What follows belongs to an exercise in optimizing a design on an open flow for small area; a production flow would make more cautious choices. Power and IR drop assume default switching activity.

## job 1158
==> flow/design.v (excerpt) <==
module pkt_framer #(
  parameter int PAYLOAD_BYTES  = 40,
  parameter int FCS_BYTES      = 4,
  parameter int TIMEOUT_CYCLES = 64
) (
  input  logic                       clk_i,
  input  logic                       rst_i,
  input  logic                       in_valid_i,
  input  logic [7:0]                 in_data_i,
  input  logic                       in_sof_i,
  output logic                       in_ready_o,
  output logic                       crc_valid_o,
  output logic [8*PAYLOAD_BYTES-1:0] crc_data_o,
  input  logic                       crc_done_i,
  input  logic [31:0]                crc_value_i,
  output logic [15:0]                stat_ok_o,
  output logic [15:0]                stat_bad_o,
  output logic [15:0]                stat_drop_o,
  output logic                       out_valid_o,
  input  logic                       out_ready_i,
  output logic [8*PAYLOAD_BYTES-1:0] out_payload_o,
  output logic                       out_crc_ok_o,
  output logic                       out_timeout_o
);
clock: 4.0 ns
lec_check: 0
abc_area: 0
cap_margin: 20
core_area: 4 4 252 252
die_area: 0 0 256 256
place_density: 0.6
slew_margin: 20
standard.sh (not shown) runs the stock make flow with config.mk's settings and CLKGATE_MAP_FILE= SYNTH_SCRIPT=/design/flow/synth_recipe.tcl, a recipe that flattens the netlist after the stock synthesis.
==> flow/flow/run.sh <==
#!/bin/bash
# Standard ORFS layout, with the port buffers that global placement inserts taken from the
# smallest buffer cell, and a clock tree built from larger sink clusters without dummy loads.
set -euo pipefail
bash standard.sh "BUFFER_PORTS_ARGS=-buffer_cell sky130_fd_sc_hd__buf_1" \
  "CTS_ARGS=-sink_clustering_enable -repair_clock_nets -sink_clustering_size 20 -sink_clustering_max_diameter 50 -buf_list sky130_fd_sc_hd__clkbuf_8 -dont_use_dummy_load" \
  finish > standard_flow.log 2>&1
Job 1158 finished every step from synthesis to the final layout, and the layout passed the timing, DRC and antenna checks.
The inputs of job 4565 differ from those of job 1158 as listed below.
Settings: CTS_BUF_LIST newly set to sky130_fd_sc_hd__clkbuf_4; PLACE_DENSITY removed (was 0.6); CORE_UTILIZATION newly set to 60; CORE_AREA removed (was 4 4 252 252); CORE_MARGIN newly set to 2; DIE_AREA removed (was 0 0 256 256).
==> flow/flow/run.sh <==
#!/bin/bash
# Standard ORFS layout, with the port buffers that global placement inserts taken from the
# smallest buffer cell instead of the one buffer_ports picks by default.
set -euo pipefail
bash standard.sh "BUFFER_PORTS_ARGS=-buffer_cell sky130_fd_sc_hd__buf_1" finish > standard_flow.log 2>&1
Status: job 4565 FAILED at 3_2_place_iop (tool error). Diff job 4565..job 1158 | synthesized area | unchanged. Number of enable flip-flop cells after synthesis came out exactly the same in job 4565 and job 1158. Number of placement rows, job 4565 vs job 1158: down by more than a quarter. Comparing job 1158 against job 4565, there is no change at all in cell count after synthesis. Relative to job 1158, the effective utilization at floorplan of job 4565 is higher by 35 points. Relative to job 1158, the floorplan die width of job 4565 is lower by 90 um.
Relative to job 4565, the following input files were edited for job 2392:
Settings: a deleted CTS_BUF_LIST that had been sky130_fd_sc_hd__clkbuf_4; an added DIE_AREA of 0 0 256 256; an added CORE_AREA of 4 4 252 252; a deleted CORE_MARGIN that had been 2; a deleted CORE_UTILIZATION that had been 60.
[summary]
- Job 2392: flow completed, timing, DRC and antenna clean
- Per the comparison of job 2392 with job 4565, synthesis-stage register bit count has remained practically unchanged, synthesized cell count has remained practically unchanged.
- Per the comparison of job 2392 with job 4565, count of unique library cells instantiated by Yosys has remained practically unchanged, count of standard-cell rows increased 31, vertical die dimension saw an increase.
- Looking at job 4565 and job 2392, the net count after synthesis is a wash.
- Job 4565 → job 2392: die boundary width went up 54%, starting density of the core decreased 35 points.
Relative to job 2392, the following input files were edited for job 421:
Settings: CTS_BUF_LIST now sky130_fd_sc_hd__clkbuf_4, previously not set; PLACE_DENSITY now 0.7, previously not set.
## What came out
Job 421 finished end to end and its layout was clean on timing, DRC and antenna.
Between job 421 and job 2392, the difference in fraction of area in multi-input gates is negligible.
As far as mapped cell area is concerned, job 2392 and job 421 perform about the same.
[compare] base=job 2392 new=job 421: worst ir drop on vdd down about 2.4%; sequential power held steady; clock period minus final worst setup slack climbed 25 ps.
Compared with job 2392, job 421 shows power lower by about 2.2%.
Utilization of the core after routing across job 421 and job 2392: no real change.
Job 2392 ended up with fewer cell instances than job 421 did.
Routed wire length delta (job 421 − job 2392): unfavourable
A type of the most critical hold path of in2async is what job 2392 shows, while in2reg belongs to job 421.
--- input diff job 421..job 6342 ---
Settings: removing CTS_BUF_LIST (formerly sky130_fd_sc_hd__clkbuf_4); setting CORE_UTILIZATION to 40 for the first time; removing DIE_AREA (formerly 0 0 256 256); removing CORE_AREA (formerly 4 4 252 252); setting CORE_MARGIN to 2 for the first time; removing PLACE_DENSITY (formerly 0.7).
--- outcome ---
Looking at the logs for job 6342 and job 421, the single run that did not finish was job 6342.
From job 6342 to job 421, synthesized cell count did not move at all.
In the reports for job 6342 and job 421, the smaller effective utilization at floorplan belongs to job 421.
Diff job 421..job 6342 | number of synthesized flops with an enable pin | negligible
The higher number of standard-cell rows in the floorplan came out of job 421.
Die width, job 6342 and job 421, higher one = job 421.
Compared with job 421, in job 6342 mean cell area of the mapped netlist was more or less identical, async set or reset register ratio after synthesis was more or less identical, net count of the mapped netlist was more or less identical, die height went down by 21%.
The inputs of job 8850 differ from those of job 6342 as listed below.
Settings: CORE_AREA newly set to 4 4 252 252; CORE_UTILIZATION removed (was 40); PLACE_DENSITY newly set to 0.6; DIE_AREA newly set to 0 0 256 256; CORE_MARGIN removed (was 2).
==> flow/flow/run.sh <==
#!/bin/bash
# Standard ORFS layout, with the port buffers that global placement inserts taken from the
# smallest buffer cell, and a clock tree built from larger sink clusters without dummy loads.
set -euo pipefail
bash standard.sh "BUFFER_PORTS_ARGS=-buffer_cell sky130_fd_sc_hd__buf_1" \
  "CTS_ARGS=-sink_clustering_enable -repair_clock_nets -sink_clustering_size 30 -sink_clustering_max_diameter 60 -buf_list sky130_fd_sc_hd__clkbuf_16 -dont_use_dummy_load" \
  finish > standard_flow.log 2>&1
Job 8850 completed every stage of the flow, and the final layout passed the timing, DRC and antenna checks.
In terms of number of nets produced by synthesis, job 8850 and job 6342 differ only marginally.
Between job 6342 and job 8850, the difference in share of the synthesized area in compound gates (AO/OA/AOI/OAI) is negligible.
Post-synthesis instance area: job 8850 vs job 6342 identical
No functional check of the RTL was part of any run of this note.

afterwards: timing with drivers on the ports:
The results above use ideal ports. As a check the final layouts listed here were re-extracted and re-timed, cells and wires unchanged.
Step 1 sets driving cells, clkbuf_16 on the clock port and buf_2 on the other inputs (assumed; they add their load-dependent delay and slew).
Step 2 times the ports against the registers' clock, not the clock port: input delays grow and output delays shrink by t, the midpoint of the rising clock arrivals with the driver on.
Three values: no drivers, after step 1, after step 2; two values: the first two.
run	t, ns	setup WS [ns]	worst setup path at the end	clock arrival spread, ns	pins driven straight from the clock port
job 1158	0.639	0.153 / 0.153 / -0.018	input to register	0.097 / 0.097	1
job 2392	0.617	0.174 / 0.174 / -0.037	input to register	0.026 / 0.027	1
job 421	0.895	0.149 / 0.149 / -0.038	input to register	0.108 / 0.109	1
job 8850	0.586	0.164 / 0.164 / -0.052	input to register	0.082 / 0.081	1
With both steps, setup timing fails in every run listed, where it was met with ideal ports. For job 8850, which loses most, drivers alone change the setup slack by 0.000 ns; drivers and shift together by -0.216 ns.
